Context: an optimization exercise on an open-source flow, tuned for small area. The choices shown serve that exercise and are no tape-out recipe.
In this exercise RTL edits were held to simulation tests only and were not proved equivalent to the original.
Power and IR drop assume default switching activity.

### design/flow/run.sh
#!/bin/bash
# synth_recipe.tcl (not shown) runs the flow's synth.tcl, then flattens the netlist and writes it again
# the make line also repeats each setting of config.mk as NAME=value (left out here)
make -C /OpenROAD-flow-scripts/flow DESIGN_CONFIG=/design/flow/config.mk WORK_HOME=/design/flow/orfs CLKGATE_MAP_FILE= SYNTH_SCRIPT=/design/flow/synth_recipe.tcl finish
### design/flow/config.mk
export PLATFORM = sky130hd
export DESIGN_NAME = multisynth_divider_encoder
export DESIGN_NICKNAME = multisynth_divider_encoder
export VERILOG_FILES = /design/flow/design.v
export SDC_FILE = /design/flow/constraint.sdc
export NUM_CORES = 4
export LEC_CHECK = 0
export CAP_MARGIN = 20
export CORE_MARGIN = 2
export CORE_UTILIZATION = 40
export SLEW_MARGIN = 20
### design/flow/constraint.sdc
create_clock -name core_clock -period 5.0 [get_ports {i_clk}]
set_input_delay 1.0000 -clock core_clock [delete_from_list [all_inputs] [get_ports {i_clk}]]
set_output_delay 1.0000 -clock core_clock [all_outputs]
set_load 0.01 [all_outputs]
### design/flow/design.v
`timescale 1ns / 1ps
package mde_pkg;
    localparam int INT_W   = 10;
    localparam int DEN_W   = 20;
    localparam int SCALE_W = 7;
    localparam int Q_W     = DEN_W + SCALE_W;
    localparam int SUM_W   = Q_W + 1;
    localparam int P1_W    = 18;
    localparam int DIV_STEPS = Q_W;
    localparam logic REQ_PLL = 1'b0;
    localparam logic REQ_OUT = 1'b1;
    localparam logic [INT_W-1:0] PLL_A_MIN = 10'd15;
    localparam logic [INT_W-1:0] PLL_A_MAX = 10'd90;
    localparam logic [INT_W-1:0] OUT_A_MIN = 10'd8;
    localparam logic [INT_W-1:0] OUT_A_MAX = 10'd900;
    localparam logic [2:0] CLK_IDX_MAX    = 3'd5;
    localparam logic [2:0] TARGET_MS_BASE = 3'd2;
    localparam logic [2:0] TARGET_NONE    = 3'd0;
    localparam logic [SUM_W-1:0] P1_BASE = SUM_W'(512);
    localparam logic [SUM_W-1:0] P1_TOP  = SUM_W'(512 + (1 << P1_W) - 1);
    typedef struct packed {
        logic        req_type;
        logic        pll_select;
        logic [2:0]  clock_index;
        logic [9:0]  int_part;
        logic [19:0] numerator;
        logic [19:0] denominator;
        logic [7:0]  r_divider;
        logic [7:0]  phase;
    } t_mde_in;
    typedef struct packed {
        logic       ok;
        logic [2:0] target;
        logic [7:0] phase_out;
        logic [7:0] param_byte0;
        logic [7:0] param_byte1;
        logic [7:0] param_byte2;
        logic [7:0] param_byte3;
        logic [7:0] param_byte4;
        logic [7:0] param_byte5;
        logic [7:0] param_byte6;
        logic [7:0] param_byte7;
    } t_mde_out;
    typedef struct packed {
        logic             ok;
        logic [2:0]       target;
        logic [7:0]       phase_out;
        logic [2:0]       r_code;
        logic [INT_W-1:0] int_part;
        logic [DEN_W-1:0] den;
        logic [DEN_W-1:0] rem;
        logic [Q_W-1:0]   dq;
    } t_div_stage;
endpackage
`timescale 1ns / 1ps
`timescale 1ns / 1ps
import mde_pkg::*;
module multisynth_divider_encoder
(
    input  logic        i_clk,
    input  logic        i_rst_n,
    input  logic        i_valid,
    input  logic [70:0] i_data,     
    output logic        o_stall,
    output logic        o_valid,
    output logic [75:0] o_data,     
    input  logic        i_stall
);
    mde_pkg::t_mde_in req;
    assign req = mde_pkg::t_mde_in'(i_data);
    logic en;
    logic vld_out;
    assign en      = ~(vld_out & i_stall);
    assign o_stall = ~en;
    logic [2:0] d_rc;
    logic       d_onehot;
    logic       d_aok_pll, d_aok_out, d_ok;
    logic       d_big;
    logic [2:0] d_tgt;
    logic [7:0] d_ph;
    logic [2:0] d_renc;
    assign d_renc[0] = req.r_divider[1] | req.r_divider[3] | req.r_divider[5] | req.r_divider[7];
    assign d_renc[1] = req.r_divider[2] | req.r_divider[3] | req.r_divider[6] | req.r_divider[7];
    assign d_renc[2] = req.r_divider[4] | req.r_divider[5] | req.r_divider[6] | req.r_divider[7];
    assign d_rc = req.req_type ? d_renc : 3'd0;
    assign d_onehot  = $onehot(req.r_divider);
    assign d_aok_pll = (req.int_part >= PLL_A_MIN) && (req.int_part <= PLL_A_MAX);
    assign d_aok_out = (req.int_part >= OUT_A_MIN) && (req.int_part <= OUT_A_MAX);
    assign d_big = (req.denominator[19:9] == 11'd0) && (req.numerator[19:11] >= req.denominator[8:0]);
    always_comb begin
        if (req.req_type == REQ_PLL) begin
            d_tgt = {2'b00, req.pll_select};
            d_ok  = d_aok_pll;
        end else if (req.clock_index <= CLK_IDX_MAX) begin
            d_tgt = req.clock_index + TARGET_MS_BASE;
            d_ok  = d_aok_out & d_onehot;
        end else begin
            d_tgt = TARGET_NONE;
            d_ok  = 1'b0;
        end
    end
    assign d_ph = req.req_type ? req.phase : 8'd0;
    logic [10:0] t0_d;
    logic        t0_ge;
    logic [19:0] t0_x;
    assign t0_d  = {1'b0, req.numerator[19:10]} - {1'b0, req.denominator[9:0]};
    assign t0_ge = ~t0_d[10] & (req.denominator[19:10] == 10'd0);
    assign t0_x  = {t0_ge ? t0_d[9:0] : req.numerator[19:10], req.numerator[9:0]};
    logic [11:0] t1_d;
    logic        t1_ge;
    logic [19:0] t1_x;
    assign t1_d  = {1'b0, t0_x[19:9]} - {1'b0, req.denominator[10:0]};
    assign t1_ge = ~t1_d[11] & (req.denominator[19:11] == 9'd0);
    assign t1_x  = {t1_ge ? t1_d[10:0] : t0_x[19:9], t0_x[8:0]};
    logic [12:0] t2_d;
    logic        t2_ge;
    logic [19:0] t2_x;
    assign t2_d  = {1'b0, t1_x[19:8]} - {1'b0, req.denominator[11:0]};
    assign t2_ge = ~t2_d[12] & (req.denominator[19:12] == 8'd0);
    assign t2_x  = {t2_ge ? t2_d[11:0] : t1_x[19:8], t1_x[7:0]};
    logic r3_vld;
    logic [0:0] r3_ok;
    logic [2:0] r3_tgt;
    logic [7:0] r3_ph;
    logic [2:0] r3_rc;
    logic [19:0] r3_c;
    logic [19:0] r3_x;
    logic [9:0] r3_a;
    logic [17:15] r3_q;
    always_ff @(posedge i_clk) begin
        if (!i_rst_n) begin
            r3_vld <= 1'b0;
        end else if (en) begin
            r3_vld <= i_valid;
        end
    end
    always_ff @(posedge i_clk) begin
        if (en) begin
            r3_ok <= d_ok & ~d_big;
            r3_tgt <= d_tgt;
            r3_ph <= d_ph;
            r3_rc <= d_rc;
            r3_c <= req.denominator;
            r3_x <= t2_x;
            r3_a <= req.int_part;
            r3_q <= {{t0_ge, t1_ge}, t2_ge};
        end
    end
    logic [13:0] t3_d;
    logic        t3_ge;
    logic [19:0] t3_x;
    assign t3_d  = {1'b0, r3_x[19:7]} - {1'b0, r3_c[12:0]};
    assign t3_ge = ~t3_d[13] & (r3_c[19:13] == 7'd0);
    assign t3_x  = {t3_ge ? t3_d[12:0] : r3_x[19:7], r3_x[6:0]};
    logic [14:0] t4_d;
    logic        t4_ge;
    logic [19:0] t4_x;
    assign t4_d  = {1'b0, t3_x[19:6]} - {1'b0, r3_c[13:0]};
    assign t4_ge = ~t4_d[14] & (r3_c[19:14] == 6'd0);
    assign t4_x  = {t4_ge ? t4_d[13:0] : t3_x[19:6], t3_x[5:0]};
    logic r5_vld;
    logic [0:0] r5_ok;
    logic [2:0] r5_tgt;
    logic [7:0] r5_ph;
    logic [2:0] r5_rc;
    logic [19:0] r5_c;
    logic [19:0] r5_x;
    logic [9:0] r5_a;
    logic [17:13] r5_q;
    always_ff @(posedge i_clk) begin
        if (!i_rst_n) begin
            r5_vld <= 1'b0;
        end else if (en) begin
            r5_vld <= r3_vld;
        end
    end
    always_ff @(posedge i_clk) begin
        if (en) begin
            r5_ok <= r3_ok;
            r5_tgt <= r3_tgt;
            r5_ph <= r3_ph;
            r5_rc <= r3_rc;
            r5_c <= r3_c;
            r5_x <= t4_x;
            r5_a <= r3_a;
            r5_q <= {{r3_q, t3_ge}, t4_ge};
        end
    end
    logic [15:0] t5_d;
    logic        t5_ge;
    logic [19:0] t5_x;
    assign t5_d  = {1'b0, r5_x[19:5]} - {1'b0, r5_c[14:0]};
    assign t5_ge = ~t5_d[15] & (r5_c[19:15] == 5'd0);
    assign t5_x  = {t5_ge ? t5_d[14:0] : r5_x[19:5], r5_x[4:0]};
    logic [16:0] t6_d;
    logic        t6_ge;
    logic [19:0] t6_x;
    assign t6_d  = {1'b0, t5_x[19:4]} - {1'b0, r5_c[15:0]};
    assign t6_ge = ~t6_d[16] & (r5_c[19:16] == 4'd0);
    assign t6_x  = {t6_ge ? t6_d[15:0] : t5_x[19:4], t5_x[3:0]};
    logic r7_vld;
    logic [0:0] r7_ok;
    logic [2:0] r7_tgt;
    logic [7:0] r7_ph;
    logic [2:0] r7_rc;
    logic [19:0] r7_c;
    logic [19:0] r7_x;
    logic [9:0] r7_a;
    logic [17:11] r7_q;
    always_ff @(posedge i_clk) begin
        if (!i_rst_n) begin
            r7_vld <= 1'b0;
        end else if (en) begin
            r7_vld <= r5_vld;
        end
    end
    always_ff @(posedge i_clk) begin
        if (en) begin
            r7_ok <= r5_ok;
            r7_tgt <= r5_tgt;
            r7_ph <= r5_ph;
            r7_rc <= r5_rc;
            r7_c <= r5_c;
            r7_x <= t6_x;
            r7_a <= r5_a;
            r7_q <= {{r5_q, t5_ge}, t6_ge};
        end
    end
    logic [17:0] t7_d;
    logic        t7_ge;
    logic [19:0] t7_x;
    assign t7_d  = {1'b0, r7_x[19:3]} - {1'b0, r7_c[16:0]};
    assign t7_ge = ~t7_d[17] & (r7_c[19:17] == 3'd0);
    assign t7_x  = {t7_ge ? t7_d[16:0] : r7_x[19:3], r7_x[2:0]};
    logic [18:0] t8_d;
    logic        t8_ge;
    logic [19:0] t8_x;
    assign t8_d  = {1'b0, t7_x[19:2]} - {1'b0, r7_c[17:0]};
    assign t8_ge = ~t8_d[18] & (r7_c[19:18] == 2'd0);
    assign t8_x  = {t8_ge ? t8_d[17:0] : t7_x[19:2], t7_x[1:0]};
    logic r9_vld;
    logic [0:0] r9_ok;
    logic [2:0] r9_tgt;
    logic [7:0] r9_ph;
    logic [2:0] r9_rc;
    logic [19:0] r9_c;
    logic [19:0] r9_x;
    logic [9:0] r9_a;
    logic [17:9] r9_q;
    always_ff @(posedge i_clk) begin
        if (!i_rst_n) begin
            r9_vld <= 1'b0;
        end else if (en) begin
            r9_vld <= r7_vld;
        end
    end
    always_ff @(posedge i_clk) begin
        if (en) begin
            r9_ok <= r7_ok;
            r9_tgt <= r7_tgt;
            r9_ph <= r7_ph;
            r9_rc <= r7_rc;
            r9_c <= r7_c;
            r9_x <= t8_x;
            r9_a <= r7_a;
            r9_q <= {{r7_q, t7_ge}, t8_ge};
        end
    end
    logic [19:0] t9_d;
    logic        t9_ge;
    logic [19:0] t9_x;
    assign t9_d  = {1'b0, r9_x[19:1]} - {1'b0, r9_c[18:0]};
    assign t9_ge = ~t9_d[19] & (r9_c[19:19] == 1'd0);
    assign t9_x  = {t9_ge ? t9_d[18:0] : r9_x[19:1], r9_x[0:0]};
    logic [20:0] t10_d;
    logic        t10_ge;
    logic [19:0] t10_x;
    assign t10_d  = {1'b0, t9_x[19:0]} - {1'b0, r9_c[19:0]};
    assign t10_ge = ~t10_d[20];
    assign t10_x  = t10_ge ? t10_d[19:0] : t9_x;
    logic r11_vld;
    logic [0:0] r11_ok;
    logic [2:0] r11_tgt;
    logic [7:0] r11_ph;
    logic [2:0] r11_rc;
    logic [19:0] r11_c;
    logic [19:0] r11_x;
    logic [9:0] r11_a;
    logic [17:7] r11_q;
    always_ff @(posedge i_clk) begin
        if (!i_rst_n) begin
            r11_vld <= 1'b0;
        end else if (en) begin
            r11_vld <= r9_vld;
        end
    end
    always_ff @(posedge i_clk) begin
        if (en) begin
            r11_ok <= r9_ok;
            r11_tgt <= r9_tgt;
            r11_ph <= r9_ph;
            r11_rc <= r9_rc;
            r11_c <= r9_c;
            r11_x <= t10_x;
            r11_a <= r9_a;
            r11_q <= {{r9_q, t9_ge}, t10_ge};
        end
    end
    logic [11:0] f_hi;
    assign f_hi = 12'(r11_a) + 12'(r11_q[17:7]) - 12'd4;
    logic [21:0] t11_d;
    logic        t11_ge;
    logic [19:0] t11_x;
    assign t11_d  = {1'b0, r11_x, 1'b0} - {2'b00, r11_c};
    assign t11_ge = ~t11_d[21];
    assign t11_x  = t11_ge ? t11_d[19:0] : {r11_x[18:0], 1'b0};
    logic [21:0] t12_d;
    logic        t12_ge;
    logic [19:0] t12_x;
    assign t12_d  = {1'b0, t11_x, 1'b0} - {2'b00, r11_c};
    assign t12_ge = ~t12_d[21];
    assign t12_x  = t12_ge ? t12_d[19:0] : {t11_x[18:0], 1'b0};
    logic r13_vld;
    logic [0:0] r13_ok;
    logic [2:0] r13_tgt;
    logic [7:0] r13_ph;
    logic [2:0] r13_rc;
    logic [19:0] r13_c;
    logic [19:0] r13_x;
    logic [10:0] r13_hi;
    logic [6:5] r13_q;
    always_ff @(posedge i_clk) begin
        if (!i_rst_n) begin
            r13_vld <= 1'b0;
        end else if (en) begin
            r13_vld <= r11_vld;
        end
    end
    always_ff @(posedge i_clk) begin
        if (en) begin
            r13_ok <= (r11_ok & ~f_hi[11]);
            r13_tgt <= r11_tgt;
            r13_ph <= r11_ph;
            r13_rc <= r11_rc;
            r13_c <= r11_c;
            r13_x <= t12_x;
            r13_hi <= f_hi[10:0];
            r13_q <= {t11_ge, t12_ge};
        end
    end
    logic [21:0] t13_d;
    logic        t13_ge;
    logic [19:0] t13_x;
    assign t13_d  = {1'b0, r13_x, 1'b0} - {2'b00, r13_c};
    assign t13_ge = ~t13_d[21];
    assign t13_x  = t13_ge ? t13_d[19:0] : {r13_x[18:0], 1'b0};
    logic [21:0] t14_d;
    logic        t14_ge;
    logic [19:0] t14_x;
    assign t14_d  = {1'b0, t13_x, 1'b0} - {2'b00, r13_c};
    assign t14_ge = ~t14_d[21];
    assign t14_x  = t14_ge ? t14_d[19:0] : {t13_x[18:0], 1'b0};
    logic r15_vld;
    logic [0:0] r15_ok;
    logic [2:0] r15_tgt;
    logic [7:0] r15_ph;
    logic [2:0] r15_rc;
    logic [19:0] r15_c;
    logic [19:0] r15_x;
    logic [10:0] r15_hi;
    logic [6:3] r15_q;
    always_ff @(posedge i_clk) begin
        if (!i_rst_n) begin
            r15_vld <= 1'b0;
        end else if (en) begin
            r15_vld <= r13_vld;
        end
    end
    always_ff @(posedge i_clk) begin
        if (en) begin
            r15_ok <= r13_ok;
            r15_tgt <= r13_tgt;
            r15_ph <= r13_ph;
            r15_rc <= r13_rc;
            r15_c <= r13_c;
            r15_x <= t14_x;
            r15_hi <= r13_hi;
            r15_q <= {{r13_q, t13_ge}, t14_ge};
        end
    end
    logic [21:0] t15_d;
    logic        t15_ge;
    logic [19:0] t15_x;
    assign t15_d  = {1'b0, r15_x, 1'b0} - {2'b00, r15_c};
    assign t15_ge = ~t15_d[21];
    assign t15_x  = t15_ge ? t15_d[19:0] : {r15_x[18:0], 1'b0};
    logic [21:0] t16_d;
    logic        t16_ge;
    logic [19:0] t16_x;
    assign t16_d  = {1'b0, t15_x, 1'b0} - {2'b00, r15_c};
    assign t16_ge = ~t16_d[21];
    assign t16_x  = t16_ge ? t16_d[19:0] : {t15_x[18:0], 1'b0};
    logic r17_vld;
    logic [0:0] r17_ok;
    logic [2:0] r17_tgt;
    logic [7:0] r17_ph;
    logic [2:0] r17_rc;
    logic [19:0] r17_c;
    logic [19:0] r17_x;
    logic [10:0] r17_hi;
    logic [6:1] r17_q;
    always_ff @(posedge i_clk) begin
        if (!i_rst_n) begin
            r17_vld <= 1'b0;
        end else if (en) begin
            r17_vld <= r15_vld;
        end
    end
    always_ff @(posedge i_clk) begin
        if (en) begin
            r17_ok <= r15_ok;
            r17_tgt <= r15_tgt;
            r17_ph <= r15_ph;
            r17_rc <= r15_rc;
            r17_c <= r15_c;
            r17_x <= t16_x;
            r17_hi <= r15_hi;
            r17_q <= {{r15_q, t15_ge}, t16_ge};
        end
    end
    logic [21:0] t17_d;
    logic        t17_ge;
    logic [19:0] t17_x;
    assign t17_d  = {1'b0, r17_x, 1'b0} - {2'b00, r17_c};
    assign t17_ge = ~t17_d[21];
    assign t17_x  = t17_ge ? t17_d[19:0] : {r17_x[18:0], 1'b0};
    logic        o_ok;
    logic [17:0] o_p1;
    logic [19:0] o_p2, o_p3;
    logic [63:0] o_bytes;
    assign vld_out = r17_vld;
    assign o_ok = r17_ok;
    assign o_p1 = {r17_hi, {r17_q, t17_ge}};
    assign o_p2 = t17_x;
    assign o_p3 = r17_c;
    assign o_bytes = {o_p3[15:8], o_p3[7:0], 1'b0, r17_rc, 2'b00, o_p1[17:16], o_p1[15:8], o_p1[7:0],
                      o_p3[19:16], o_p2[19:16], o_p2[15:8], o_p2[7:0]};
    assign o_valid = vld_out;
    assign o_data  = {o_ok, r17_tgt, r17_ph, o_ok ? o_bytes : 64'd0};
endmodule
==> flow_results.xml, run 1 <==
<?xml version="1.0" encoding="UTF-8"?>
<metrics>
  <group name="run_status">
    <metric name="run_status" unit="">failed layout checks</metric>
    <metric name="check.faults" unit="">setup timing</metric>
  </group>
  <group name="cts">
    <metric name="clock_latency_late_sink" unit="ns">0.62</metric>
    <metric name="cts_max_path_buffers" unit="">3</metric>
    <metric name="clkTransAtPathRegs" unit="ns">0.06</metric>
    <metric name="htree_levels" unit="">3</metric>
    <metric name="cts_tree" unit="">built</metric>
    <metric name="clkSinkCount" unit="">578</metric>
    <metric name="cts_buffers" unit="">68</metric>
    <metric name="cts_root_buffer" unit="">clkbuf_16</metric>
  </group>
  <group name="power">
    <metric name="power.density_cell_area" unit="mW/mm2">602.7</metric>
    <metric name="totalPowerFinal" unit="mW">29.41</metric>
    <metric name="total_leakage_power" unit="nW">21.55</metric>
    <metric name="worst_ir_drop_vdd" unit="mV">0.5731</metric>
  </group>
  <group name="routing">
    <metric name="highest-signal-layer" unit="">met5</metric>
    <metric name="drt_pass_1_iters" unit="">5</metric>
    <metric name="detail-route-antenna-nets" unit="">0</metric>
    <metric name="route.vias.total" unit="">25860</metric>
    <metric name="via_per_inst" unit="">4.849</metric>
    <metric name="drt_wl_total" unit="um">75800</metric>
    <metric name="routed-wl-met2" unit="um">41480</metric>
    <metric name="detail_route.iter0.violations" unit="">922</metric>
    <metric name="routed_met1_length" unit="um">29910</metric>
    <metric name="drc" unit="">0</metric>
    <metric name="detail_route.wl_per_cell" unit="um">14.21</metric>
    <metric name="met3_wirelength_from_detailed_routing" unit="um">1813</metric>
  </group>
  <group name="place">
    <metric name="port_buffers" unit="">149</metric>
    <metric name="numPlacedInstances" unit="">5117</metric>
    <metric name="hpwlAfterDp" unit="um">57400</metric>
    <metric name="globalplace.congestion" unit="">0.8620</metric>
  </group>
  <group name="floorplan">
    <metric name="die_h" unit="um">302.7</metric>
    <metric name="core" unit="mm2">0.08837</metric>
    <metric name="floorplan.initialDensity" unit="%">40.38</metric>
    <metric name="fp-row-count" unit="">109</metric>
    <metric name="die-area" unit="mm2">0.09161</metric>
    <metric name="fp.dieW" unit="um">302.7</metric>
    <metric name="pin_count" unit="">153</metric>
  </group>
  <group name="setup_path">
    <metric name="path_max_fanout" unit="">3</metric>
    <metric name="setup.worst_path.start_class" unit="">input port</metric>
    <metric name="critical_path.endpoint_type" unit="">flop</metric>
    <metric name="arrival_time_worst_endpoint" unit="ns">6.92</metric>
    <metric name="critPathSlowestCell" unit="">o41a_1</metric>
    <metric name="worst_path_required" unit="ns">5.35</metric>
    <metric name="path_class" unit="">input port to flop</metric>
    <metric name="worst_path_largest_cell_delay" unit="ns">0.40</metric>
    <metric name="critPathMostFrequentCell" unit="">a21oi_2</metric>
  </group>
  <group name="sta">
    <metric name="least_margin_pin_slew" unit="ns">1.033</metric>
    <metric name="share_of_the_clock_period_used_by_the_worst_path" unit="%">131.6</metric>
    <metric name="fmax" unit="MHz">152.0</metric>
    <metric name="layout_min_cycle_time" unit="ns">6.578</metric>
    <metric name="final_hold_viol_count" unit="">0</metric>
    <metric name="fin_ws" unit="ns">-1.578</metric>
    <metric name="timing.setup.tns" unit="ns">-40.14</metric>
    <metric name="skew" unit="ns">0.02741</metric>
    <metric name="final_count_of_negative_setup_slack_endpoints" unit="">106</metric>
    <metric name="unrepaired_setup_endpoints_after_global_routing" unit="">yes</metric>
    <metric name="timing.final.max_slew_violations" unit="">0</metric>
    <metric name="timing.hold.ws" unit="ns">0.4077</metric>
    <metric name="max_slew_margin" unit="%">31.16</metric>
  </group>
  <group name="yosys">
    <metric name="syn_inst" unit="">3138</metric>
    <metric name="syn_area" unit="mm2">0.03568</metric>
    <metric name="synth.lib_cells_used.distinct" unit="">79</metric>
    <metric name="share_of_synthesized_area_occupied_by_flip_flops_and_latches" unit="%">48.42</metric>
    <metric name="synthTopCellsByArea" unit="">edfxtp_1 48%, ha_1 12%, mux2_2 6.1%</metric>
    <metric name="synthMostInstantiatedCell" unit="">edfxtp_1</metric>
    <metric name="synth_top_cell_by_area" unit="">edfxtp_1</metric>
    <metric name="synth.avg_cell_area" unit="um2">11.37</metric>
    <metric name="synth_flop_cell" unit="">edfxtp_1</metric>
    <metric name="post_synth_edffs" unit="">570</metric>
    <metric name="yosysTopAreaCellShare" unit="%">47.97</metric>
    <metric name="fraction_of_registers_with_async_set_reset" unit="%">0</metric>
    <metric name="synthTopCellsByCount" unit="">570 x edfxtp_1, 332 x ha_1, 299 x inv_1, 208 x nor2_1, 202 x a21oi_1</metric>
    <metric name="ys_seq_elements" unit="">578</metric>
    <metric name="synthesis.yosys.warnings" unit="">1</metric>
  </group>
  <group name="final_layout">
    <metric name="final_layout_size_suffix_gt1_share" unit="%">32.67</metric>
    <metric name="n_fill_cell" unit="">7572</metric>
    <metric name="area_growth" unit="%">36.75</metric>
    <metric name="finalNonFillerCells" unit="">5334</metric>
    <metric name="num_antenna_cells" unit="">0</metric>
    <metric name="num-nets-final" unit="">4541</metric>
  </group>
  <group name="run">
    <metric name="timing.max_cap.violations" unit="">0</metric>
  </group>
  <group name="grt">
    <metric name="number_of_antenna_violations_at_the_first_check_in_global_routing" unit="">1</metric>
    <metric name="first_global_vias" unit="">26520</metric>
    <metric name="globalRouteOverflowTotal" unit="">0</metric>
    <metric name="grt_max_degree" unit="">201</metric>
    <metric name="grt_pass1_wl" unit="um">124400</metric>
    <metric name="grt_usage" unit="%">16.64</metric>
  </group>
  <group name="min_path">
    <metric name="holdCritPathClass" unit="">flop to flop</metric>
  </group>
</metrics>
## per-stage QoR
stage | cell area [um2] | util (%) | worst slack (ns)
4_1_cts | 48060 | 54.38 | -1.610
3_3_place_gp | 44510 | 50.36 | -3.188
3_5_place_dp | 44510 | 50.36 | -3.325
2_1_floorplan | 36450 | - | -1.979
6_report | 48800 | 55.21 | -1.578
5_1_grt | 48800 | 55.21 | -1.847
## critical path, delay by kind of cell
kind | cells | cell delay [ns]
fa+ha+maj | 4 | 0.96
mux | 3 | 0.98
compound gates | 16 | 2.94
xor+xnor | 1 | 0.15
simple gates | 3 | 0.52
buf+inv | 5 | 0.37
## kinds of logic after synthesis
family	Yosys count	synth area share (%)
and+or+nand+nor	719	9.808
xor gates and xnor gates	226	5.547
AOI/OAI and AO/OA	692	12.68
DFF	578	48.42
muxes	221	7.003
adders and majority gates	352	12.76
buffers and inverters	349	3.766
other	1	0.01051
## state kept, by name, summed over array words and instances (netlist names), 20 cells and up
signal and count:
r3_x 20, r5_x 20, r17_x 20, r15_c 20, r13_c 20, r9_c 20, r11_c 20, r15_x 20
r17_c 20, r7_c 20, r13_x 20, r11_x 20, r7_x 20, r5_c 20, r9_x 20, r3_c 20
## layout make-up
| cell class | count | area (um2) | share of cell area, % |
|---|---|---|---|
| clock inverter | 46 | 444.2 | 0.9103 |
| inverter | 303 | 1165 | 2.387 |
| tap | 1165 | 1458 | 2.987 |
| clock buffer | 79 | 1764 | 3.615 |
| sequential | 578 | 17280 | 35.41 |
| multi-input combinational | 2213 | 18790 | 38.51 |
| timing repair buffer | 950 | 7899 | 16.19 |
## worst paths after layout
path	slack [ns]	depth (start not counted)	endpoint	start
worst max-delay path	-1.58	32	r3_x[19]	i_data[46]
worst min-delay path	0.41	0	r7_x[0]	r5_x[0]
worst max register to register	-0.58	23	r15_x[13]	r13_x[0]
worst min register to register	0.41	0	r7_x[0]	r5_x[0]
## placed cells by master (no fill, tap or decap), drive strengths merged, types with 55 or more instances in the layout
cell type | Yosys | final
nor3 | 63 | 63
nand2 | 156 | 156
a21oi | 202 | 202
edfxtp | 570 | 570
mux2 | 202 | 202
a21o | 87 | 87
clkdlybuf4s50 | 0 | 135
clkbuf | 31 | 79
nor2 | 208 | 208
nor2b | 65 | 65
inv | 301 | 305
ha | 332 | 332
o21a | 55 | 55
and2 | 68 | 68
o21ai | 127 | 127
xor2 | 75 | 75
xnor2 | 151 | 151
buf | 15 | 803
## repair_timing
action,4_1_cts,5_1_grt
setup buffers,61,35
pin swaps,80,68
hold buffers,0,0
gates resized for setup,200,120
gates cloned,5,1
setup endpoints to repair,162,166
## per-layer routing
metal | track usage [%] | vias to the layer above
li1 | - | 13440
met4 | 6.228 | 2
met1 | 17.55 | 12030
met3 | 2.399 | 134
met2 | 32.96 | 259
met5 | 0 | -
## power by group
group	internal (mW)	switching (mW)	total, mW
registers	6.54	0.349	6.89
logic	10.1	7.62	17.7
clock network	2.83	2.02	4.84
==> inputs of run 2 (changes only) <==
--- a/design/flow/design.v
+++ b/design/flow/design.v
@@ -102,14 +102,17 @@
     assign d_ph = req.req_type ? req.phase : 8'd0;
-    logic [10:0] t0_d;
-    logic        t0_ge;
-    logic [19:0] t0_x;
-    assign t0_d  = {1'b0, req.numerator[19:10]} - {1'b0, req.denominator[9:0]};
-    assign t0_ge = ~t0_d[10] & (req.denominator[19:10] == 10'd0);
-    assign t0_x  = {t0_ge ? t0_d[9:0] : req.numerator[19:10], req.numerator[9:0]};
-    logic [11:0] t1_d;
-    logic        t1_ge;
+    logic [12:0] r4_c3;
+    logic [11:0] r4_d1, r4_d2;
+    logic [13:0] r4_d3;
+    logic        r4_g1, r4_g2, r4_g3;
+    logic [10:0] r4_rem;
     logic [19:0] t1_x;
-    assign t1_d  = {1'b0, t0_x[19:9]} - {1'b0, req.denominator[10:0]};
-    assign t1_ge = ~t1_d[11] & (req.denominator[19:11] == 9'd0);
-    assign t1_x  = {t1_ge ? t1_d[10:0] : t0_x[19:9], t0_x[8:0]};
+    assign r4_c3 = {2'b00, req.denominator[10:0]} + {1'b0, req.denominator[10:0], 1'b0};
+    assign r4_d1 = {1'b0, req.numerator[19:9]} - {1'b0, req.denominator[10:0]};
+    assign r4_d2 = {1'b0, req.numerator[19:9]} - {1'b0, req.denominator[9:0], 1'b0};
+    assign r4_d3 = {3'b000, req.numerator[19:9]} - {1'b0, r4_c3};
+    assign r4_g1 = ~r4_d1[11] & (req.denominator[19:11] == 9'd0);
+    assign r4_g2 = ~r4_d2[11] & (req.denominator[19:10] == 10'd0);
+    assign r4_g3 = ~r4_d3[13] & (req.denominator[19:11] == 9'd0);
+    assign r4_rem = r4_g3 ? r4_d3[10:0] : r4_g2 ? r4_d2[10:0] : r4_g1 ? r4_d1[10:0] : req.numerator[19:9];
+    assign t1_x = {r4_rem, req.numerator[8:0]};
     logic [12:0] t2_d;
@@ -145,3 +148,3 @@
             r3_a <= req.int_part;
-            r3_q <= {{t0_ge, t1_ge}, t2_ge};
+            r3_q <= {{r4_g2, r4_g3 | (r4_g1 & ~r4_g2)}, t2_ge};
         end
@@ -268,2 +271,4 @@
     end
+    logic [11:0] pf_hp;
+    assign pf_hp = 12'(r9_a) + (12'(r9_q) << 2) - 12'd4;
     logic [19:0] t9_d;
@@ -287,4 +292,4 @@
     logic [19:0] r11_x;
-    logic [9:0] r11_a;
-    logic [17:7] r11_q;
+    logic [11:0] r11_hp;
+    logic [8:7] r11_q;
     always_ff @(posedge i_clk) begin
@@ -304,4 +309,4 @@
             r11_x <= t10_x;
-            r11_a <= r9_a;
-            r11_q <= {{r9_q, t9_ge}, t10_ge};
+            r11_hp <= pf_hp;
+            r11_q <= {t9_ge, t10_ge};
         end
@@ -309,3 +314,5 @@
     logic [11:0] f_hi;
-    assign f_hi = 12'(r11_a) + 12'(r11_q[17:7]) - 12'd4;
+    logic [8:7] f_q;
+    assign f_q  = r11_q;
+    assign f_hi = r11_hp + 12'(f_q[8:7]);
     logic [21:0] t11_d;
--- a/design/flow/config.mk
+++ b/design/flow/config.mk
@@ -7,5 +7,9 @@
 export LEC_CHECK = 0
+export ABC_AREA = 1
 export CAP_MARGIN = 20
 export CORE_MARGIN = 2
-export CORE_UTILIZATION = 40
+export CORE_UTILIZATION = 60
+export CTS_BUF_LIST = sky130_fd_sc_hd__clkbuf_8
+export CTS_CLUSTER_SIZE = 24
+export GPL_TIMING_DRIVEN = 0
 export SLEW_MARGIN = 20
==> flow_results.xml, run 2 <==
<?xml version="1.0" encoding="UTF-8"?>
<metrics>
  <group name="run_status">
    <metric name="run_status" unit="">complete, no violations</metric>
  </group>
  <group name="power">
    <metric name="totalPowerFinal" unit="mW">25.56</metric>
    <metric name="power.density_cell_area" unit="mW/mm2">557.9</metric>
    <metric name="worst_ir_drop_vdd" unit="mV">0.3561</metric>
    <metric name="total_leakage_power" unit="nW">22.35</metric>
  </group>
  <group name="yosys">
    <metric name="share_of_synthesized_area_occupied_by_flip_flops_and_latches" unit="%">41.56</metric>
    <metric name="synth_xor_area_share" unit="%">4.586</metric>
    <metric name="synthMostInstantiatedCell" unit="">nand2_1</metric>
    <metric name="synthSimpleGateAreaFrac" unit="%">24.08</metric>
    <metric name="synthTopCellsByArea" unit="">edfxtp_1 41%, nand2_1 12%, ha_1 11%</metric>
    <metric name="synth_top_family_by_area" unit="">simple AND/OR/NAND/NOR gates</metric>
    <metric name="synth.lib_cells_used.distinct" unit="">54</metric>
    <metric name="yosysTopAreaCellShare" unit="%">41.17</metric>
    <metric name="synth.avg_cell_area" unit="um2">8.234</metric>
    <metric name="syn_inst" unit="">4987</metric>
    <metric name="synthesis.yosys.warnings" unit="">1</metric>
    <metric name="synth_flop_cell" unit="">edfxtp_1</metric>
    <metric name="share_of_the_synthesized_area_in_compound_gates_ao_oa_aoi_oai" unit="%">9.744</metric>
    <metric name="fraction_of_registers_with_async_set_reset" unit="%">0</metric>
    <metric name="syn_area" unit="mm2">0.04106</metric>
    <metric name="synth_mux_area_share" unit="%">0</metric>
    <metric name="synth-adder-area-share" unit="%">12.02</metric>
    <metric name="ys_seq_elements" unit="">571</metric>
    <metric name="post_synth_edffs" unit="">563</metric>
    <metric name="synth_top_cell_by_area" unit="">edfxtp_1</metric>
    <metric name="synthTopCellsByCount" unit="">1331 x nand2_1, 745 x inv_1, 563 x edfxtp_1, 345 x ha_1, 342 x a21oi_1</metric>
  </group>
  <group name="place">
    <metric name="globalplace.congestion" unit="">0.9913</metric>
    <metric name="hpwlAfterDp" unit="um">85130</metric>
    <metric name="post-place-ws" unit="ns">-1.363</metric>
    <metric name="port_buffers" unit="">149</metric>
    <metric name="placed_area" unit="mm2">0.04384</metric>
  </group>
  <group name="final_layout">
    <metric name="utilization" unit="%">67.86</metric>
    <metric name="mostFrequentLayoutCells" unit="">1327 x nand2_1, 760 x inv_1, 563 x edfxtp_1</metric>
    <metric name="n_fill_cell" unit="">5778</metric>
    <metric name="most_common_cell_after_layout_fill_and_taps_aside" unit="">nand2_1</metric>
    <metric name="area_growth" unit="%">11.58</metric>
    <metric name="fin_area" unit="mm2">0.04582</metric>
    <metric name="area_of_the_multi_input_gates" unit="mm2">0.02079</metric>
    <metric name="num-nets-final" unit="">5698</metric>
    <metric name="seq_area" unit="mm2">0.01707</metric>
    <metric name="final_layout_size_suffix_gt1_share" unit="%">5.856</metric>
  </group>
  <group name="cts">
    <metric name="cts_root_buffer" unit="">clkbuf_8</metric>
    <metric name="cts-hold-fix-buffers" unit="">0</metric>
    <metric name="cts_max_path_buffers" unit="">3</metric>
    <metric name="cts_tree" unit="">built</metric>
    <metric name="htree_levels" unit="">3</metric>
    <metric name="clkSinkCount" unit="">571</metric>
    <metric name="clock_latency_late_sink" unit="ns">0.75</metric>
    <metric name="cts_buffers" unit="">95</metric>
    <metric name="clkTransAtPathRegs" unit="ns">0.07</metric>
  </group>
  <group name="grt">
    <metric name="grt_pass1_wl" unit="um">166700</metric>
    <metric name="number_of_antenna_violations_at_the_first_check_in_global_routing" unit="">1</metric>
    <metric name="grt_usage" unit="%">29.92</metric>
    <metric name="first_global_vias" unit="">32010</metric>
    <metric name="grt_max_degree" unit="">107</metric>
    <metric name="globalRouteOverflowTotal" unit="">0</metric>
  </group>
  <group name="sta">
    <metric name="share_of_the_clock_period_used_by_the_worst_path" unit="%">95.99</metric>
    <metric name="fmax" unit="MHz">208.4</metric>
    <metric name="final_hold_viol_count" unit="">0</metric>
    <metric name="skew" unit="ns">0.08094</metric>
    <metric name="timing.setup.tns" unit="ns">0</metric>
    <metric name="least_margin_pin_slew" unit="ns">0.6646</metric>
    <metric name="layout_min_cycle_time" unit="ns">4.799</metric>
    <metric name="timing.final.max_slew_violations" unit="">0</metric>
    <metric name="fin_ws" unit="ns">0.2005</metric>
    <metric name="final_count_of_negative_setup_slack_endpoints" unit="">0</metric>
    <metric name="max_slew_margin" unit="%">55.23</metric>
  </group>
  <group name="floorplan">
    <metric name="fp.dieW" unit="um">265.6</metric>
    <metric name="floorplan.initialDensity" unit="%">60.82</metric>
    <metric name="fp-row-count" unit="">95</metric>
    <metric name="pin_count" unit="">153</metric>
    <metric name="die-area" unit="mm2">0.07055</metric>
    <metric name="die_h" unit="um">265.6</metric>
    <metric name="core" unit="mm2">0.06751</metric>
  </group>
  <group name="run">
    <metric name="timing.max_cap.violations" unit="">0</metric>
  </group>
  <group name="min_path">
    <metric name="hold_path_depth" unit="">0</metric>
    <metric name="worst_hold_startpoint" unit="">r15_hi[5]</metric>
    <metric name="min_delay_worst_endpoint" unit="">r17_hi[5]</metric>
    <metric name="holdCritPathClass" unit="">flop to flop</metric>
  </group>
  <group name="setup_path">
    <metric name="r2r.worst_path.cells" unit="">20</metric>
    <metric name="critical_path.endpoint_type" unit="">flop</metric>
    <metric name="reg2reg_slack" unit="ns">0.40</metric>
    <metric name="path_max_fanout" unit="">10</metric>
    <metric name="worst_path_required" unit="ns">5.41</metric>
    <metric name="r2r-end" unit="">r5_x[12]</metric>
    <metric name="crit_start" unit="">i_data[19]</metric>
    <metric name="arrival_time_worst_endpoint" unit="ns">5.21</metric>
    <metric name="setup.worst_path.start_class" unit="">input port</metric>
    <metric name="crit-reg2reg-launch" unit="">r3_c[4]</metric>
    <metric name="path_class" unit="">input port to flop</metric>
  </group>
  <group name="routing">
    <metric name="detail_route.iter0.violations" unit="">2867</metric>
    <metric name="route.vias.total" unit="">34150</metric>
    <metric name="detail_route.wl_per_cell" unit="um">17.12</metric>
    <metric name="drc" unit="">0</metric>
    <metric name="drt_pass_1_iters" unit="">6</metric>
    <metric name="via_per_inst" unit="">5.521</metric>
    <metric name="detail-route-antenna-nets" unit="">0</metric>
    <metric name="drt_wl_total" unit="um">105900</metric>
  </group>
</metrics>
[run 2: cell types whose count changed after synthesis, sizes merged, moves of 109 or more]
cell and delta:
o21ai +123, nand3 +302, inv +453, mux2 -202
nor2 +109, nand2 +1192, a21oi +166
[run 2: report_power, final]
part           switching, mW  internal [mW]  total (mW)
clock                   1.96           2.17        4.12
sequential             0.504           6.50        7.00
combinational           9.23           5.21        14.4
[run 2: what timing repair did]
item	CTS	global route
buffers inserted	0	6
gates resized for setup	8	29
pin swaps	0	3
endpoints found under the setup margin	13	29
[run 2: worst max-delay path by stage]
| stage | slack (ns) | depth (start not counted) | end |
|---|---|---|---|
| 3_3_place_gp | -2.22 | 4 | o_stall |
| 5_1_grt | -0.02 | 22 | r3_x[19] |
| 4_1_cts | 0.02 | 20 | r3_x[18] |
| 3_5_place_dp | -1.36 | 23 | r3_x[18] |
| 2_1_floorplan | -0.09 | 2 | o_stall |
| 6_report | 0.20 | 22 | r3_x[18] |
[run 2: per-layer routing]
| metal | track usage, % | part of all wire (%) | routed length, um | vias to the layer above |
|---|---|---|---|---|
| met5 | 0 | 0 | 0 | - |
| li1 | - | - | - | 17200 |
| met1 | 40.89 | 45 | 47340 | 15680 |
| met4 | 10.83 | 3.5 | 3690 | 0 |
| met2 | 49.41 | 46 | 48960 | 1047 |
| met3 | 3.435 | 5.6 | 5880 | 219 |
[run 2: worst max-delay path, stage by stage]
cell and delay (ns):
clkdlybuf4s50_1 0.50, inv_1 0.16, fa_1 0.51, ha_2 0.39, nand2_1 0.08, nor2_1 0.08, nand2_1 0.06, nand3_2 0.12
nand3_1 0.09, nand2_1 0.14, nand2_2 0.14, or2_2 0.34, and2_1 0.16, ha_1 0.34, nand2_1 0.12, o21ai_2 0.20
nand4_1 0.11, nand3_1 0.11, nand2_2 0.13, clkbuf_4 0.23, nand3_1 0.10, nand2_1 0.07
[run 2: area by class of cell]
cell class,count,share of cell area [%]
inverters,759,6.245
clock inverters,66,1.202
well taps,873,2.384
multi-input cells,3598,45.38
diodes,1,0.005462
plain buffers,61,0.9694
flip-flops and latches,571,37.25
clock buffers,95,2.854
repair buffers,161,3.711
[run 2: kinds of logic (layout without fill, tap and decap cells)]
kind of cell	count (synthesis)	after routing
flip-flops	571	571
XOR/XNOR	215	215
other	1	4
adder cells (fa/ha/maj)	376	376
AND/OR/NAND/NOR	2278	2278
buffers and inverters	820	1142
AO/OA/AOI/OAI	726	726
[run 2: through the flow]
step	hold slack, ns	instances
3_5_place_dp	0.4045	6017
4_1_cts	0.3420	6178
5_1_grt	0.3618	6185
3_3_place_gp	0.4004	6011
2_1_floorplan	0.4003	4989
6_report	0.3502	6185
==> inputs of run 3 (changes only) <==
--- a/design/flow/config.mk
+++ b/design/flow/config.mk
@@ -10,5 +10,3 @@
 export CORE_MARGIN = 2
-export CORE_UTILIZATION = 60
-export CTS_BUF_LIST = sky130_fd_sc_hd__clkbuf_8
-export CTS_CLUSTER_SIZE = 24
+export CORE_UTILIZATION = 50
 export GPL_TIMING_DRIVEN = 0
==> flow_results.xml, run 3 <==
<?xml version="1.0" encoding="UTF-8"?>
<metrics>
  <group name="run_status">
    <metric name="run_status" unit="">complete, no violations</metric>
  </group>
  <group name="cts">
    <metric name="clkSinkCount" unit="">571</metric>
    <metric name="cts_tree" unit="">built</metric>
    <metric name="cts_root_buffer" unit="">clkbuf_16</metric>
    <metric name="clkTransAtPathRegs" unit="ns">0.06</metric>
    <metric name="clock_latency_late_sink" unit="ns">0.60</metric>
    <metric name="cts_buffers" unit="">66</metric>
    <metric name="cts_max_path_buffers" unit="">3</metric>
    <metric name="htree_levels" unit="">3</metric>
  </group>
  <group name="power">
    <metric name="seqPwrFrac" unit="%">26.6</metric>
    <metric name="power.share.combinational" unit="%">54.9</metric>
    <metric name="power.switching_fraction" unit="%">44.56</metric>
    <metric name="switchingPower" unit="mW">11.76</metric>
    <metric name="total_leakage_power" unit="nW">22.44</metric>
    <metric name="totalPowerFinal" unit="mW">26.40</metric>
    <metric name="intPower" unit="mW">14.64</metric>
    <metric name="share_clk_of_total_power" unit="%">18.5</metric>
    <metric name="power.density_cell_area" unit="mW/mm2">567.0</metric>
    <metric name="worst_ir_drop_vdd" unit="mV">0.3092</metric>
  </group>
  <group name="grt">
    <metric name="grt_pass1_wl" unit="um">173400</metric>
    <metric name="first_global_vias" unit="">31830</metric>
    <metric name="globalRouteOverflowTotal" unit="">0</metric>
    <metric name="grt_max_degree" unit="">103</metric>
    <metric name="grt_usage" unit="%">26.03</metric>
    <metric name="number_of_antenna_violations_at_the_first_check_in_global_routing" unit="">0</metric>
  </group>
  <group name="routing">
    <metric name="detail_route.iter0.violations" unit="">2392</metric>
    <metric name="via_per_inst" unit="">5.313</metric>
    <metric name="drt_pass_1_iters" unit="">5</metric>
    <metric name="detail-route-antenna-nets" unit="">0</metric>
    <metric name="drc" unit="">0</metric>
    <metric name="detail_route.wl_per_cell" unit="um">17.49</metric>
    <metric name="route.vias.total" unit="">33700</metric>
    <metric name="drt_wl_total" unit="um">111000</metric>
  </group>
  <group name="yosys">
    <metric name="post_synth_edffs" unit="">563</metric>
    <metric name="synthTopCellsByCount" unit="">1331 x nand2_1, 745 x inv_1, 563 x edfxtp_1, 345 x ha_1, 342 x a21oi_1</metric>
    <metric name="syn_area" unit="mm2">0.04106</metric>
    <metric name="synth_flop_cell" unit="">edfxtp_1</metric>
    <metric name="synthesis.yosys.warnings" unit="">1</metric>
    <metric name="ys_seq_elements" unit="">571</metric>
    <metric name="synth.lib_cells_used.distinct" unit="">54</metric>
    <metric name="share_of_synthesized_area_occupied_by_flip_flops_and_latches" unit="%">41.56</metric>
    <metric name="synthTopCellsByArea" unit="">edfxtp_1 41%, nand2_1 12%, ha_1 11%</metric>
    <metric name="synthMostInstantiatedCell" unit="">nand2_1</metric>
    <metric name="yosysTopAreaCellShare" unit="%">41.17</metric>
    <metric name="syn_inst" unit="">4987</metric>
    <metric name="synth.avg_cell_area" unit="um2">8.234</metric>
    <metric name="synth_top_cell_by_area" unit="">edfxtp_1</metric>
    <metric name="fraction_of_registers_with_async_set_reset" unit="%">0</metric>
  </group>
  <group name="final_layout">
    <metric name="mostFrequentLayoutCells" unit="">1323 x nand2_1, 734 x inv_1, 563 x edfxtp_1</metric>
    <metric name="seq_area" unit="mm2">0.01707</metric>
    <metric name="num-nets-final" unit="">5676</metric>
    <metric name="area_of_the_multi_input_gates" unit="mm2">0.02089</metric>
    <metric name="utilization" unit="%">56.98</metric>
    <metric name="area_growth" unit="%">13.39</metric>
    <metric name="n_fill_cell" unit="">7659</metric>
    <metric name="fin_area" unit="mm2">0.04656</metric>
    <metric name="final_layout_size_suffix_gt1_share" unit="%">5.898</metric>
    <metric name="most_common_cell_after_layout_fill_and_taps_aside" unit="">nand2_1</metric>
    <metric name="num_antenna_cells" unit="">0</metric>
  </group>
  <group name="run">
    <metric name="timing.max_cap.violations" unit="">0</metric>
  </group>
  <group name="sta">
    <metric name="fmax" unit="MHz">209.5</metric>
    <metric name="max_slew_margin" unit="%">42.17</metric>
    <metric name="timing.final.max_slew_violations" unit="">0</metric>
    <metric name="layout_min_cycle_time" unit="ns">4.774</metric>
    <metric name="final_count_of_negative_setup_slack_endpoints" unit="">0</metric>
    <metric name="skew" unit="ns">0.02233</metric>
    <metric name="share_of_the_clock_period_used_by_the_worst_path" unit="%">95.48</metric>
    <metric name="least_margin_pin_slew" unit="ns">0.8596</metric>
    <metric name="timing.setup.tns" unit="ns">0</metric>
    <metric name="timing.hold.ws" unit="ns">0.4062</metric>
    <metric name="final_hold_viol_count" unit="">0</metric>
  </group>
  <group name="floorplan">
    <metric name="fp-row-count" unit="">105</metric>
    <metric name="core" unit="mm2">0.08172</metric>
    <metric name="floorplan.initialDensity" unit="%">50.25</metric>
    <metric name="die_h" unit="um">290.6</metric>
    <metric name="die-area" unit="mm2">0.08443</metric>
    <metric name="pin_count" unit="">153</metric>
    <metric name="fp.dieW" unit="um">290.6</metric>
  </group>
  <group name="place">
    <metric name="globalplace.congestion" unit="">0.9372</metric>
    <metric name="hpwlAfterDp" unit="um">90670</metric>
    <metric name="placed_area" unit="mm2">0.04408</metric>
    <metric name="port_buffers" unit="">149</metric>
  </group>
  <group name="setup_path">
    <metric name="r2r.worst_path.cells" unit="">21</metric>
    <metric name="r2r-end" unit="">r11_x[0]</metric>
    <metric name="crit_start" unit="">i_data[26]</metric>
    <metric name="arrival_time_worst_endpoint" unit="ns">5.12</metric>
    <metric name="path_class" unit="">input port to flop</metric>
    <metric name="crit-reg2reg-launch" unit="">r9_c[14]</metric>
    <metric name="path_max_fanout" unit="">10</metric>
    <metric name="reg2reg_slack" unit="ns">0.33</metric>
    <metric name="worst_path_required" unit="ns">5.35</metric>
    <metric name="setup.worst_path.start_class" unit="">input port</metric>
    <metric name="critical_path.endpoint_type" unit="">flop</metric>
  </group>
  <group name="min_path">
    <metric name="worst_hold_startpoint" unit="">r11_tgt[1]</metric>
    <metric name="min_delay_worst_endpoint" unit="">r13_tgt[1]</metric>
    <metric name="holdCritPathClass" unit="">flop to flop</metric>
    <metric name="hold_path_depth" unit="">0</metric>
  </group>
</metrics>
## run 3: cell counts after synthesis
Identical to the previous run, type by type.
## run 3: final cells by class
| class | count | share of cell area, % |
|---|---|---|
| repair buffers | 168 | 3.765 |
| well taps | 1070 | 2.875 |
| multi-input cells | 3598 | 44.86 |
| clock inverters | 38 | 1.070 |
| plain buffers | 61 | 0.9755 |
| clock buffers | 78 | 3.644 |
| inverters | 759 | 6.159 |
| flip-flops and latches | 571 | 36.65 |
## run 3: cell families after synthesis
group           Yosys count  synth area share, %
simple gates           2278                24.08
buf+inv                 820                7.998
compound gates          726                9.744
flops                   571                41.56
fa+ha+maj               376                12.02
xor+xnor                215                4.586
other cells               1             0.009132
## run 3: how the worst max path moves through the flow
stage               endpoint  slack (ns)  depth (start not counted)
finish              r3_x[11]        0.23                         22
CTS                 r3_x[12]        0.02                         24
global route        r3_x[18]       -0.02                         23
global placement     o_stall       -2.34                          4
floorplan            o_stall       -0.09                          2
detailed placement  r3_x[11]       -1.36                         23
## run 3: what timing repair did
| item | in CTS | in global routing |
|---|---|---|
| hold buffers | 0 | 0 |
| setup endpoints to repair | 13 | 41 |
| setup buffers | 2 | 11 |
| hold endpoints to repair | 0 | 0 |
| resized for setup | 16 | 46 |
| pin swaps | 0 | 7 |
## run 3: per-layer routing
| metal | track usage [%] | share of wire (%) |
|---|---|---|
| met1 | 35.94 | 46 |
| met2 | 43.73 | 47 |
| met3 | 3.151 | 4.9 |
| met4 | 6.218 | 2.1 |
| met5 | 0 | 0 |
## run 3: metrics by stage
stage	worst slack, ns	instances
6_report	0.2259	6343
3_5_place_dp	-1.359	6214
5_1_grt	-0.01859	6343
3_3_place_gp	-2.337	6208
4_1_cts	0.01815	6332
2_1_floorplan	-0.08778	4989
## run 3: worst max-delay path: stages
cell and delay (ns):
clkdlybuf4s50_1 0.66, inv_2 0.16, fa_1 0.48, ha_1 0.35, inv_1 0.08, nor4_2 0.28
nand3_1 0.13, nand2_2 0.12, nand2_4 0.10, inv_6 0.13, buf_4 0.11, nand2_1 0.05
and2_1 0.16, ha_1 0.34, nand2_1 0.10, o21ai_2 0.21, nand4_1 0.10, nand3_1 0.13
nand2_4 0.10, buf_6 0.16, nand3_1 0.10, nand2_1 0.06
## run 3: power by group through the flow
stage / Clock (mW) / Combinational [mW] / Sequential (mW)
6_report: 4.89 / 14.5 / 7.02
5_1_grt: 5.23 / 16.3 / 7.07
4_1_cts: 5.04 / 14.3 / 7.03
3_5_place_dp: 0 / 14.2 / 7.12
3_3_place_gp: 0 / 14.2 / 7.11
2_1_floorplan: 0 / 10.8 / 6.81
==> inputs of run 4 (changes only) <==
--- a/design/flow/design.v
+++ b/design/flow/design.v
@@ -128,3 +128,5 @@
     logic [2:0] r3_rc;
+    logic [19:0] r3_cn;
     logic [19:0] r3_c;
+    assign r3_c = ~r3_cn;
     logic [19:0] r3_x;
@@ -145,3 +147,3 @@
             r3_rc <= d_rc;
-            r3_c <= req.denominator;
+            r3_cn <= ~req.denominator;
             r3_x <= t2_x;
@@ -168,3 +170,5 @@
     logic [2:0] r5_rc;
+    logic [19:0] r5_cn;
     logic [19:0] r5_c;
+    assign r5_c = ~r5_cn;
     logic [19:0] r5_x;
@@ -185,3 +189,3 @@
             r5_rc <= r3_rc;
-            r5_c <= r3_c;
+            r5_cn <= ~r3_c;
             r5_x <= t4_x;
@@ -208,3 +212,5 @@
     logic [2:0] r7_rc;
+    logic [19:0] r7_cn;
     logic [19:0] r7_c;
+    assign r7_c = ~r7_cn;
     logic [19:0] r7_x;
@@ -225,3 +231,3 @@
             r7_rc <= r5_rc;
-            r7_c <= r5_c;
+            r7_cn <= ~r5_c;
             r7_x <= t6_x;
@@ -248,3 +254,5 @@
     logic [2:0] r9_rc;
+    logic [19:0] r9_cn;
     logic [19:0] r9_c;
+    assign r9_c = ~r9_cn;
     logic [19:0] r9_x;
@@ -265,3 +273,3 @@
             r9_rc <= r7_rc;
-            r9_c <= r7_c;
+            r9_cn <= ~r7_c;
             r9_x <= t8_x;
@@ -290,3 +298,5 @@
     logic [2:0] r11_rc;
+    logic [19:0] r11_cn;
     logic [19:0] r11_c;
+    assign r11_c = ~r11_cn;
     logic [19:0] r11_x;
@@ -307,3 +317,3 @@
             r11_rc <= r9_rc;
-            r11_c <= r9_c;
+            r11_cn <= ~r9_c;
             r11_x <= t10_x;
@@ -334,3 +344,5 @@
     logic [2:0] r13_rc;
+    logic [19:0] r13_cn;
     logic [19:0] r13_c;
+    assign r13_c = ~r13_cn;
     logic [19:0] r13_x;
@@ -351,3 +363,3 @@
             r13_rc <= r11_rc;
-            r13_c <= r11_c;
+            r13_cn <= ~r11_c;
             r13_x <= t12_x;
@@ -374,3 +386,5 @@
     logic [2:0] r15_rc;
+    logic [19:0] r15_cn;
     logic [19:0] r15_c;
+    assign r15_c = ~r15_cn;
     logic [19:0] r15_x;
@@ -391,3 +405,3 @@
             r15_rc <= r13_rc;
-            r15_c <= r13_c;
+            r15_cn <= ~r13_c;
             r15_x <= t14_x;
@@ -414,3 +428,5 @@
     logic [2:0] r17_rc;
+    logic [19:0] r17_cn;
     logic [19:0] r17_c;
+    assign r17_c = ~r17_cn;
     logic [19:0] r17_x;
@@ -431,3 +447,3 @@
             r17_rc <= r15_rc;
-            r17_c <= r15_c;
+            r17_cn <= ~r15_c;
             r17_x <= t16_x;
--- a/design/flow/config.mk
+++ b/design/flow/config.mk
@@ -10,3 +10,5 @@
 export CORE_MARGIN = 2
-export CORE_UTILIZATION = 50
+export CORE_UTILIZATION = 70
+export CTS_BUF_LIST = sky130_fd_sc_hd__clkbuf_4 sky130_fd_sc_hd__clkbuf_8
+export CTS_CLUSTER_SIZE = 30
 export GPL_TIMING_DRIVEN = 0
==> flow_results.xml, run 4 <==
<?xml version="1.0" encoding="UTF-8"?>
<metrics>
  <group name="run_status">
    <metric name="run_status" unit="">complete, no violations</metric>
  </group>
  <group name="final_layout">
    <metric name="final_layout_size_suffix_gt1_share" unit="%">7.046</metric>
    <metric name="area_growth" unit="%">11.48</metric>
    <metric name="n_fill_cell" unit="">3751</metric>
    <metric name="utilization" unit="%">79.25</metric>
    <metric name="mostFrequentLayoutCells" unit="">1352 x nand2_1, 563 x edfxtp_1, 538 x inv_1</metric>
    <metric name="num-nets-final" unit="">5494</metric>
    <metric name="fin_area" unit="mm2">0.04486</metric>
    <metric name="most_common_cell_after_layout_fill_and_taps_aside" unit="">nand2_1</metric>
  </group>
  <group name="setup_path">
    <metric name="worst_path_required" unit="ns">5.47</metric>
    <metric name="critPathSlowestCell" unit="">edfxtp_1</metric>
    <metric name="worst_path_largest_cell_delay" unit="ns">0.48</metric>
    <metric name="path_class" unit="">flop to flop</metric>
    <metric name="path_max_fanout" unit="">10</metric>
    <metric name="path_cells" unit="">ha_1 -&gt; a21oi_1 -&gt; a21boi_1 -&gt; nand2_1 -&gt; nand2_1 -&gt; nand3_1 -&gt; nand2_2 -&gt; buf_2 -&gt; nand2_1 -&gt; and2_1 -&gt; ha_1 -&gt; nand2_1 -&gt; nor4_4 -&gt; nand4_1 -&gt; nand3_1 -&gt; nand2_2 -&gt; buf_2 -&gt; nand3_1 -&gt; nand2_1</metric>
    <metric name="arrival_time_worst_endpoint" unit="ns">5.26</metric>
    <metric name="setup.worst_path.start_class" unit="">flop</metric>
    <metric name="critical_path.endpoint_type" unit="">flop</metric>
    <metric name="critPathMostFrequentCell" unit="">nand2_1</metric>
  </group>
  <group name="floorplan">
    <metric name="pin_count" unit="">153</metric>
    <metric name="core" unit="mm2">0.05660</metric>
    <metric name="floorplan.initialDensity" unit="%">71.09</metric>
    <metric name="die_h" unit="um">243.8</metric>
    <metric name="fp.dieW" unit="um">243.8</metric>
    <metric name="die-area" unit="mm2">0.05942</metric>
    <metric name="fp-row-count" unit="">87</metric>
  </group>
  <group name="routing">
    <metric name="via_per_inst" unit="">6.094</metric>
    <metric name="drt_wl_total" unit="um">115000</metric>
    <metric name="detail_route.wl_per_cell" unit="um">19.61</metric>
    <metric name="route.vias.total" unit="">35750</metric>
    <metric name="drc" unit="">0</metric>
    <metric name="detail-route-antenna-nets" unit="">0</metric>
    <metric name="drt_pass_1_iters" unit="">10</metric>
    <metric name="detail_route.iter0.violations" unit="">4091</metric>
  </group>
  <group name="sta">
    <metric name="final_hold_viol_count" unit="">0</metric>
    <metric name="timing.hold.ws" unit="ns">0.4031</metric>
    <metric name="timing.setup.tns" unit="ns">0</metric>
    <metric name="layout_min_cycle_time" unit="ns">4.787</metric>
    <metric name="share_of_the_clock_period_used_by_the_worst_path" unit="%">95.74</metric>
    <metric name="final_count_of_negative_setup_slack_endpoints" unit="">0</metric>
    <metric name="timing.final.max_slew_violations" unit="">0</metric>
    <metric name="least_margin_pin_slew" unit="ns">1.138</metric>
    <metric name="max_slew_margin" unit="%">23.34</metric>
    <metric name="skew" unit="ns">0.04638</metric>
    <metric name="fmax" unit="MHz">208.9</metric>
  </group>
  <group name="yosys">
    <metric name="syn_area" unit="mm2">0.04024</metric>
    <metric name="synth_flop_cell" unit="">edfxtp_1</metric>
    <metric name="synthTopCellsByArea" unit="">edfxtp_1 42%, nand2_1 13%, ha_1 11%</metric>
    <metric name="synth_top_cell_by_area" unit="">edfxtp_1</metric>
    <metric name="synthMostInstantiatedCell" unit="">nand2_1</metric>
    <metric name="ys_seq_elements" unit="">571</metric>
    <metric name="synth.avg_cell_area" unit="um2">8.415</metric>
    <metric name="post_synth_edffs" unit="">563</metric>
    <metric name="synth.lib_cells_used.distinct" unit="">64</metric>
    <metric name="syn_inst" unit="">4782</metric>
    <metric name="share_of_synthesized_area_occupied_by_flip_flops_and_latches" unit="%">42.41</metric>
    <metric name="yosysTopAreaCellShare" unit="%">42.01</metric>
    <metric name="synthTopCellsByCount" unit="">1357 x nand2_1, 563 x edfxtp_1, 548 x inv_1, 344 x ha_1, 324 x a21oi_1</metric>
    <metric name="synthesis.yosys.warnings" unit="">1</metric>
    <metric name="fraction_of_registers_with_async_set_reset" unit="%">0</metric>
  </group>
  <group name="power">
    <metric name="total_leakage_power" unit="nW">21.16</metric>
    <metric name="power.density_cell_area" unit="mW/mm2">575.1</metric>
    <metric name="totalPowerFinal" unit="mW">25.80</metric>
    <metric name="worst_ir_drop_vdd" unit="mV">0.6892</metric>
  </group>
  <group name="cts">
    <metric name="clkSinkCount" unit="">571</metric>
    <metric name="cts_root_buffer" unit="">clkbuf_8</metric>
    <metric name="cts_max_path_buffers" unit="">3</metric>
    <metric name="cts_tree" unit="">built</metric>
    <metric name="htree_levels" unit="">3</metric>
    <metric name="cts_buffers" unit="">92</metric>
    <metric name="clkTransAtPathRegs" unit="ns">0.07</metric>
    <metric name="clock_latency_late_sink" unit="ns">0.74</metric>
  </group>
  <group name="grt">
    <metric name="number_of_antenna_violations_at_the_first_check_in_global_routing" unit="">2</metric>
    <metric name="first_global_vias" unit="">33360</metric>
    <metric name="grt_usage" unit="%">38.16</metric>
    <metric name="grt_pass1_wl" unit="um">178100</metric>
    <metric name="globalRouteOverflowTotal" unit="">0</metric>
    <metric name="grt_max_degree" unit="">107</metric>
  </group>
  <group name="min_path">
    <metric name="holdCritPathClass" unit="">flop to flop</metric>
  </group>
  <group name="place">
    <metric name="hpwlAfterDp" unit="um">86550</metric>
    <metric name="placed_area" unit="mm2">0.04283</metric>
    <metric name="port_buffers" unit="">148</metric>
    <metric name="globalplace.congestion" unit="">0.9903</metric>
  </group>
  <group name="run">
    <metric name="timing.max_cap.violations" unit="">0</metric>
  </group>
</metrics>
run 4: kinds of logic after synthesis:
family          share of synthesized area [%]
flops                                   42.41
compound gates                          10.06
xor+xnor                                4.527
simple gates                            24.44
fa+ha+maj                               12.24
other cells                          0.009319
buf+inv                                 6.318
run 4: per-stage QoR:
stage / cells / worst slack [ns]
floorplan: 4784 / -0.08778
global placement: 5688 / -2.082
detailed placement: 5693 / -1.198
CTS: 5858 / 0.04041
global route: 5866 / -0.04931
finish: 5866 / 0.2128
run 4: critical path: cells and delay by family (launching register included):
family	cells	cell delay (ns)
adders and majority gates	2	0.78
buffers and inverters	2	0.55
DFF	1	0.48
AOI/OAI and AO/OA	2	0.49
and+or+nand+nor	13	2.19
run 4: what timing repair did:
action / 4_1_cts / 5_1_grt
setup buffers: 6 / 8
hold buffers: 0 / 0
hold endpoints to repair: 0 / 0
setup endpoints to repair: 13 / 40
pin swaps: 0 / 1
gates resized for setup: 12 / 23
run 4: worst paths after layout:
path,startpoint,to,slack [ns],depth (start not counted)
worst max-delay path,r7_cn[8],r9_x[17],0.21,19
worst min-delay path,r7_q[11],r9_q[11],0.40,0
worst max register to register,r7_cn[8],r9_x[17],0.21,19
worst min register to register,r7_q[11],r9_q[11],0.40,0
run 4: where the power goes:
part           switching, mW  leakage (nW)  internal, mW
Clock                   1.96         0.942          2.15
Sequential             0.540          6.18          6.48
Combinational           9.53          14.0          5.13
run 4: area by class of cell:
type | count | area [um2] | area share [%]
multi-input combinational | 3588 | 20720 | 46.20
buffer | 66 | 446.7 | 0.9957
sequential | 571 | 17070 | 38.04
clock buffer | 120 | 1483 | 3.305
timing repair buffer | 167 | 1735 | 3.868
inverter | 558 | 2133 | 4.755
tap | 756 | 945.9 | 2.109
antenna | 1 | 2.502 | 0.005578
clock inverter | 39 | 324.1 | 0.7224
run 4: layer usage:
layer | vias to the layer above | GRT usage (%) | part of all wire, %
met3 | 436 | 6.664 | 10
met2 | 2147 | 59.90 | 45
li1 | 16740 | - | -
met4 | 2 | 17.00 | 4.7
met1 | 16420 | 52.22 | 40
met5 | - | 0 | 0.0096
==> inputs of run 5 (changes only) <==
--- a/design/flow/config.mk
+++ b/design/flow/config.mk
@@ -10,5 +10,3 @@
 export CORE_MARGIN = 2
-export CORE_UTILIZATION = 70
-export CTS_BUF_LIST = sky130_fd_sc_hd__clkbuf_4 sky130_fd_sc_hd__clkbuf_8
-export CTS_CLUSTER_SIZE = 30
+export CORE_UTILIZATION = 50
 export GPL_TIMING_DRIVEN = 0
==> flow_results.xml, run 5 <==
<?xml version="1.0" encoding="UTF-8"?>
<metrics>
  <group name="place">
    <metric name="port_buffers" unit="">148</metric>
  </group>
  <group name="yosys">
    <metric name="ys_seq_elements" unit="">571</metric>
    <metric name="syn_inst" unit="">4782</metric>
    <metric name="share_of_synthesized_area_occupied_by_flip_flops_and_latches" unit="%">42.41</metric>
    <metric name="synth.lib_cells_used.distinct" unit="">64</metric>
    <metric name="synthTopCellsByCount" unit="">1357 x nand2_1, 563 x edfxtp_1, 548 x inv_1, 344 x ha_1, 324 x a21oi_1</metric>
    <metric name="synth_top_cell_by_area" unit="">edfxtp_1</metric>
    <metric name="synthMostInstantiatedCell" unit="">nand2_1</metric>
  </group>
  <group name="setup_path">
    <metric name="critical_path.endpoint_type" unit="">flop</metric>
    <metric name="crit_start" unit="">i_data[18]</metric>
    <metric name="path_max_fanout" unit="">10</metric>
    <metric name="r2r.worst_path.cells" unit="">21</metric>
    <metric name="crit_path_end" unit="">r3_x[18]</metric>
  </group>
  <group name="final_layout">
    <metric name="area_of_the_multi_input_gates" unit="mm2">0.02077</metric>
    <metric name="area_growth" unit="%">13.50</metric>
    <metric name="utilization" unit="%">56.98</metric>
    <metric name="n_fill_cell" unit="">7467</metric>
    <metric name="most_common_cell_after_layout_fill_and_taps_aside" unit="">nand2_1</metric>
  </group>
  <group name="power">
    <metric name="totalPowerFinal" unit="mW">25.98</metric>
  </group>
  <group name="routing">
    <metric name="detail-route-antenna-nets" unit="">0</metric>
    <metric name="met3_wirelength_from_detailed_routing" unit="um">4696</metric>
    <metric name="drc" unit="">0</metric>
    <metric name="via_per_inst" unit="">5.356</metric>
    <metric name="detail_route.wl_per_cell" unit="um">17.74</metric>
    <metric name="detail_route.iter0.violations" unit="">2365</metric>
  </group>
  <group name="cts">
    <metric name="cts_max_path_buffers" unit="">3</metric>
    <metric name="clkSinkCount" unit="">571</metric>
  </group>
  <group name="sta">
    <metric name="least_margin_pin_slew" unit="ns">0.8302</metric>
    <metric name="skew" unit="ns">0.02827</metric>
    <metric name="timing.setup.tns" unit="ns">0</metric>
    <metric name="max_slew_margin" unit="%">44.15</metric>
  </group>
  <group name="min_path">
    <metric name="holdCritPathClass" unit="">flop to flop</metric>
  </group>
  <group name="floorplan">
    <metric name="fp.dieW" unit="um">287.7</metric>
  </group>
  <group name="run_status">
    <metric name="run_status" unit="">complete, no violations</metric>
  </group>
</metrics>
==> run 5: cell counts after synthesis <==
Identical to the previous run, type by type.
==> run 5: power breakdown <==
group / total (mW) / internal (mW) / switching, mW
clock network: 4.76 / 2.76 / 2.00
registers: 7.00 / 6.48 / 0.517
logic: 14.2 / 5.12 / 9.10
total: 26.0 / 14.4 / 11.6
==> run 5: logic make-up after synthesis <==
kind of cell,count (synthesis),share of synthesized area (%)
AO/OA/AOI/OAI,719,10.06
XOR/XNOR,208,4.527
adder cells (fa/ha/maj),375,12.24
buffers and inverters,625,6.318
flip-flops,571,42.41
other,1,0.009319
AND/OR/NAND/NOR,2283,24.44
==> run 5: area by class of cell <==
type | count | area share (%)
clock inverters | 34 | 0.7862
multi-input cells | 3588 | 45.48
diodes | 1 | 0.005479
repair buffers | 173 | 3.868
inverters | 558 | 4.698
well taps | 1060 | 2.904
plain buffers | 67 | 1.005
clock buffers | 82 | 3.885
flip-flops and latches | 571 | 37.37
==> run 5: what timing repair did <==
item / in CTS / in global routing
setup endpoints to repair: 13 / 15
buffers inserted: 17 / 3
pin swaps: 0 / 2
hold buffers: 0 / 0
resized for setup: 19 / 38
==> run 5: layer usage <==
metal  track usage, %  vias up
met5                0        -
met2            43.59      739
li1                 -    16710
met4            6.438        0
met1            36.16    15250
met3            3.035      154
==> run 5: through the flow <==
stage                     std cells  area (um2)  worst slack (ns)
after CTS                      6130       45510           0.02425
final                          6134       45670            0.1833
after floorplan                4784       40260          -0.08778
after global placement         5992       43070            -2.337
after global routing           6134       45670          -0.01875
after detailed placement       5997       43210            -1.338
==> run 5: worst min path at each step <==
stage / from / endpoint / cells past startpoint
2_1_floorplan: r9_a[0] / r11_hp[0] / 0
5_1_grt: r5_q[16] / r7_q[16] / 0
3_3_place_gp: r9_rc[1] / r11_rc[1] / 0
3_5_place_dp: r9_rc[2] / r11_rc[2] / 0
6_report: r7_ok / r9_ok / 0
4_1_cts: r7_ok / r9_ok / 0
==> run 5: worst max-delay path: stages <==
cell	delay, ns
clkdlybuf4s50_1	0.51
clkinvlp_4	0.20
fa_1	0.50
ha_1	0.40
nand2_1	0.08
nor2_1	0.10
nand2_1	0.08
nand3_2	0.10
nand3_1	0.08
nand2_1	0.13
nand2_4	0.11
or2_2	0.34
and2_1	0.17
ha_1	0.33
nand2_1	0.11
o21ai_2	0.20
nand4_1	0.11
nand3_1	0.13
nand2_4	0.10
buf_6	0.17
nand3_1	0.13
nand2_1	0.07

Re-timed with assumed drivers on the ports (clkbuf_16 on the clock, buf_2 on other inputs), run 5 has 0.223 ns of setup slack against 0.183 ns with ideal ports, and -0.447 ns once port delays also move by the mid clock arrival of 0.670 ns.
